What follows belongs to an exercise in optimizing a design on an open flow for small area; a production flow would make more cautious choices.
At most, simulation tests tie the RTL to the original design; equivalence was not proved.
Power and IR drop assume default switching activity. The flow treats the clock pin as an ideal source, which a real chip does not have.

## the previous run
==> flow/design.v <==
module decode_issue_queue #(
  parameter int DEPTH = 8
) (
  input  logic        clk,
  input  logic        resetn,
  input  logic        flush,
  input  logic [1:0]  in_en,
  input  logic [63:0] in_instr,
  input  logic [63:0] in_pcplus4,
  input  logic [1:0]  in_exc,
  input  logic [1:0]  in_pred,
  output logic        in_ready,
  output logic [1:0]  out_valid,
  output logic [63:0] out_instr,
  output logic [63:0] out_pcplus4,
  output logic [1:0]  out_exc,
  output logic [1:0]  out_pred,
  input  logic        out_ready
);
  localparam int PW = $clog2(DEPTH);
  localparam int CW = PW + 1;
  localparam int RW = PW - 1;       
  localparam int NR = DEPTH / 2;    
  localparam int EW = 66;           
  typedef struct packed {
    logic [31:0] instr;
    logic [31:0] pc4;
    logic        exc;
    logic        pred;
  } entry_t;
  logic [PW-1:0] r_tail;
  logic          r_h0;                   
  logic [NR-1:0] r_hsel_od;               
  logic [NR-1:0] w_hsel_ev;               
  logic [CW-1:0] r_count;
  entry_t        w_in0, w_in1, w_din_ev, w_din_od;
  entry_t        w_rd_ev, w_rd_od;
  entry_t        w_e0, w_e1;
  logic [CW-1:0] w_npush, w_npop;
  logic          w_ge1, w_ge2, w_br0, w_push;
  logic [RW-1:0] w_trow, w_trow1;
  function automatic logic f_br(input logic [5:0] op, input logic [5:0] fn);
    f_br = (op >= 6'h01 && op <= 6'h07) || (op == 6'h00 && (fn == 6'h08 || fn == 6'h09));
  endfunction
  assign w_in0 = {in_instr[31:0],  in_pcplus4[31:0],  in_exc[0], in_pred[0]};
  assign w_in1 = {in_instr[63:32], in_pcplus4[63:32], in_exc[1], in_pred[1]};
  assign w_din_ev = r_tail[0] ? w_in1 : w_in0;
  assign w_din_od = r_tail[0] ? w_in0 : w_in1;
  assign w_trow   = r_tail[PW-1:1];
  assign w_trow1  = r_tail[PW-1:1] + RW'(1);
  assign w_push   = in_ready;
  logic [NR*EW-1:0] w_ev, w_od;
  for (genvar r = 0; r < NR; r++) begin : g_row
    entry_t r_ev, r_od;
    logic   w_we_ev, w_we_od;
    assign w_we_ev = w_push && (r_tail[0] ? (in_en[1] && w_trow1 == RW'(r))
                                          : (in_en[0] && w_trow  == RW'(r)));
    assign w_we_od = w_push && w_trow == RW'(r) && (r_tail[0] ? in_en[0] : in_en[1]);
    always_ff @(posedge clk) begin
      if (w_we_ev) r_ev <= ~w_din_ev;
      if (w_we_od) r_od <= ~w_din_od;
    end
    assign w_ev[r * EW +: EW] = r_ev;
    assign w_od[r * EW +: EW] = r_od;
  end
  assign w_hsel_ev = r_h0 ? {r_hsel_od[NR-2:0], r_hsel_od[NR-1]} : r_hsel_od;
  always_comb begin
    w_rd_ev = '0;
    w_rd_od = '0;
    for (int r = 0; r < NR; r++) begin
      w_rd_ev = w_rd_ev | (w_ev[r * EW +: EW] & {EW{w_hsel_ev[r]}});
      w_rd_od = w_rd_od | (w_od[r * EW +: EW] & {EW{r_hsel_od[r]}});
    end
  end
  assign w_e0      = ~(r_h0 ? w_rd_od : w_rd_ev);
  assign w_e1      = ~(r_h0 ? w_rd_ev : w_rd_od);
  assign w_ge1    = (r_count != '0);
  assign w_ge2    = (r_count >= CW'(2));
  assign w_br0    = f_br(w_e0.instr[31:26], w_e0.instr[5:0]);
  assign in_ready = (r_count <= CW'(DEPTH - 2));
  function automatic logic f_ser(input logic [5:0] op, input logic [5:0] fn);
    f_ser = (op == 6'h10) || (op == 6'h00 && (fn == 6'h0C || fn == 6'h0D));
  endfunction
  function automatic logic f_md(input logic [5:0] op, input logic [5:0] fn);
    f_md = (op == 6'h00) && (fn[5:3] == 3'b011 || fn[5:2] == 4'b0100);
  endfunction
  function automatic logic [4:0] f_dest(input logic [5:0] op, input logic [4:0] rt,
                                        input logic [4:0] rd);
    logic [4:0] d;
    d = 5'd0;
    if (op == 6'h00)                                d = rd;
    else if (op == 6'h03)                           d = 5'd31;
    else if (op[5:3] == 3'b001 || op[5:3] == 3'b100) d = rt;
    else if (op == 6'h01 && rt[4])                  d = 5'd31;
    f_dest = d;
  endfunction
  function automatic logic f_rt_src(input logic [5:0] op);
    f_rt_src = (op == 6'h00) || (op == 6'h04) || (op == 6'h05) || (op[5:3] == 3'b101);
  endfunction
  logic [5:0] w_op0, w_op1, w_fn0, w_fn1;
  logic [4:0] w_dest0, w_rs1, w_rt1;
  logic       w_raw, w_exc, w_pair_ok;
  assign w_op0   = w_e0.instr[31:26];
  assign w_fn0   = w_e0.instr[5:0];
  assign w_op1   = w_e1.instr[31:26];
  assign w_fn1   = w_e1.instr[5:0];
  assign w_rs1   = w_e1.instr[25:21];
  assign w_rt1   = w_e1.instr[20:16];
  assign w_dest0 = f_dest(w_op0, w_e0.instr[20:16], w_e0.instr[15:11]);
  assign w_raw   = (w_dest0 != 5'd0) &&
                   (w_dest0 == w_rs1 || (f_rt_src(w_op1) && w_dest0 == w_rt1));
  assign w_exc   = w_e0.exc | w_e1.exc;
  always_comb begin
    w_pair_ok = 1'b1;
    if (w_br0)
      w_pair_ok = !(w_raw || w_exc);
    else if (f_br(w_op1, w_fn1) || (w_e0.instr[31] && w_e1.instr[31]) ||
             f_ser(w_op0, w_fn0) || f_ser(w_op1, w_fn1) ||
             (f_md(w_op0, w_fn0) && f_md(w_op1, w_fn1)) || w_raw || w_exc)
      w_pair_ok = 1'b0;
  end
  assign out_valid[1] = w_ge2 && w_pair_ok;
  assign out_valid[0] = w_br0 ? (w_ge2 && w_pair_ok) : w_ge1;
  assign w_npush = in_ready  ? (CW'(in_en[0]) + CW'(in_en[1]))         : '0;
  assign w_npop  = out_ready ? (CW'(out_valid[0]) + CW'(out_valid[1])) : '0;
  logic w_adv_od;
  assign w_adv_od = w_npop[1] || (w_npop[0] && r_h0);
  always_ff @(posedge clk or negedge resetn) begin
    if (!resetn) begin
      r_h0      <= 1'b0;
      r_hsel_od <= NR'(1);
      r_tail    <= '0;
      r_count   <= '0;
    end else if (flush) begin
      r_h0      <= 1'b0;
      r_hsel_od <= NR'(1);
      r_tail    <= '0;
      r_count   <= '0;
    end else begin
      r_tail  <= r_tail + PW'(w_npush);
      r_h0    <= r_h0 ^ w_npop[0];
      if (w_adv_od) r_hsel_od <= {r_hsel_od[NR-2:0], r_hsel_od[NR-1]};
      r_count <= r_count + w_npush - w_npop;
    end
  end
  assign out_instr   = {w_e1.instr, w_e0.instr};
  assign out_pcplus4 = {w_e1.pc4, w_e0.pc4};
  assign out_exc     = {w_e1.exc, w_e0.exc};
  assign out_pred    = {w_e1.pred, w_e0.pred};
endmodule
export LEC_CHECK = 0
export CAP_MARGIN = 20
export CORE_MARGIN = 2
export CORE_UTILIZATION = 40
export SLEW_MARGIN = 20
create_clock -name core_clock -period 6.0 [get_ports {clk}]
standard.sh (not shown) runs the stock make flow with config.mk's settings and CLKGATE_MAP_FILE= SYNTH_SCRIPT=/design/flow/synth_recipe.tcl, a recipe that flattens the netlist after the stock synthesis.
==> flow/flow/run.sh <==
#!/bin/bash
# The standard layout (the standard.sh, standard synthesis unchanged) with two knobs:
# port buffers use the smallest buffer cell, and CTS uses larger sink clusters of small
# clock buffers, without dummy loads.
set -euo pipefail
export BUFFER_PORTS_ARGS="-buffer_cell sky130_fd_sc_hd__buf_1"
export CTS_ARGS="-sink_clustering_enable -repair_clock_nets -dont_use_dummy_load -sink_clustering_size 30 -sink_clustering_max_diameter 150 -buf_list {sky130_fd_sc_hd__clkbuf_8 sky130_fd_sc_hd__clkbuf_16}"
bash standard.sh finish > flow_make.log 2>&1
Inputs modified between the previous run and the current run:
-- flow/design.v --
<<< the previous run, line 31
  logic [PW-1:0] r_tail;
  logic          r_h0;                   
  logic [NR-1:0] r_hsel_od;               
  logic [NR-1:0] w_hsel_ev;               
  logic [CW-1:0] r_count;
  entry_t        w_in0, w_in1, w_din_ev, w_din_od;
>>> the current run, line 31
  logic [PW-1:0] r_tail;
  logic          r_h0;                   
  logic [NR-1:0] r_hsel_ev, r_hsel_od;    
  logic [CW-1:0] r_count;
  entry_t        w_in0, w_in1, w_din_ev, w_din_od;
<<< the previous run, line 64
    assign w_od[r * EW +: EW] = r_od;
  end
  assign w_hsel_ev = r_h0 ? {r_hsel_od[NR-2:0], r_hsel_od[NR-1]} : r_hsel_od;
  always_comb begin
    w_rd_ev = '0;
    w_rd_od = '0;
    for (int r = 0; r < NR; r++) begin
      w_rd_ev = w_rd_ev | (w_ev[r * EW +: EW] & {EW{w_hsel_ev[r]}});
      w_rd_od = w_rd_od | (w_od[r * EW +: EW] & {EW{r_hsel_od[r]}});
    end
>>> the current run, line 63
    assign w_od[r * EW +: EW] = r_od;
  end
  always_comb begin
    w_rd_ev = '0;
    w_rd_od = '0;
    for (int r = 0; r < NR; r++) begin
      w_rd_ev = w_rd_ev | (w_ev[r * EW +: EW] & {EW{r_hsel_ev[r]}});
      w_rd_od = w_rd_od | (w_od[r * EW +: EW] & {EW{r_hsel_od[r]}});
    end
<<< the previous run, line 124
  assign w_npush = in_ready  ? (CW'(in_en[0]) + CW'(in_en[1]))         : '0;
  assign w_npop  = out_ready ? (CW'(out_valid[0]) + CW'(out_valid[1])) : '0;
  logic w_adv_od;
  assign w_adv_od = w_npop[1] || (w_npop[0] && r_h0);
  always_ff @(posedge clk or negedge resetn) begin
    if (!resetn) begin
      r_h0      <= 1'b0;
      r_hsel_od <= NR'(1);
      r_tail    <= '0;
>>> the current run, line 122
  assign w_npush = in_ready  ? (CW'(in_en[0]) + CW'(in_en[1]))         : '0;
  assign w_npop  = out_ready ? (CW'(out_valid[0]) + CW'(out_valid[1])) : '0;
  logic w_adv_ev, w_adv_od;
  assign w_adv_ev = w_npop[1] || (w_npop[0] && !r_h0);
  assign w_adv_od = w_npop[1] || (w_npop[0] && r_h0);
  always_ff @(posedge clk or negedge resetn) begin
    if (!resetn) begin
      r_h0      <= 1'b0;
      r_hsel_ev <= NR'(1);
      r_hsel_od <= NR'(1);
      r_tail    <= '0;
<<< the previous run, line 134
    end else if (flush) begin
      r_h0      <= 1'b0;
      r_hsel_od <= NR'(1);
      r_tail    <= '0;
>>> the current run, line 134
    end else if (flush) begin
      r_h0      <= 1'b0;
      r_hsel_ev <= NR'(1);
      r_hsel_od <= NR'(1);
      r_tail    <= '0;
<<< the previous run, line 140
      r_tail  <= r_tail + PW'(w_npush);
      r_h0    <= r_h0 ^ w_npop[0];
      if (w_adv_od) r_hsel_od <= {r_hsel_od[NR-2:0], r_hsel_od[NR-1]};
      r_count <= r_count + w_npush - w_npop;
>>> the current run, line 141
      r_tail  <= r_tail + PW'(w_npush);
      r_h0    <= r_h0 ^ w_npop[0];
      if (w_adv_ev) r_hsel_ev <= {r_hsel_ev[NR-2:0], r_hsel_ev[NR-1]};
      if (w_adv_od) r_hsel_od <= {r_hsel_od[NR-2:0], r_hsel_od[NR-1]};
      r_count <= r_count + w_npush - w_npop;
Notes after the runs:
- The current run has completed all stages; timing, DRC and antenna checks passed.
- The run showing the smaller maximum cell stage delay along the critical path is the previous run.
- The current run reports a lower critical path depth than the previous run does.
- Re combinational fraction of design power: the previous run was higher than the current run.
- Relative to the previous run, the final cell area reported for the current run is lower.
- Going from the previous run to the current run, switching share of power increased 0.33 points, area of placed instances went down by 0.58%.
Function not checked in the previous run: the RTL went through the layout flow alone.

==> what the ideal ports hide <==
The flow's constraints put no driver on any port. The routed layouts listed below were extracted and timed again, unchanged, in two steps.
Step 1, drivers: a clkbuf_16 drives clk and a buf_2 each remaining input, both assumed.
Step 2 times the ports against the registers' clock, not the clock port: input delays grow and output delays shrink by t, the midpoint of the rising clock arrivals with the driver on.
a / b / c = ideal ports / drivers / drivers and shift; a / b = the first two.
run	shift t [ns]	slack for setup (ns)	worst hold slack (ns)
the previous run	0.617	0.613 / 0.556 / 0.739	0.640 / 0.623 / 0.757
the current run	0.605	0.605 / 0.546 / 0.668	0.701 / 0.701 / 0.701
After both steps every run listed still meets setup and hold.
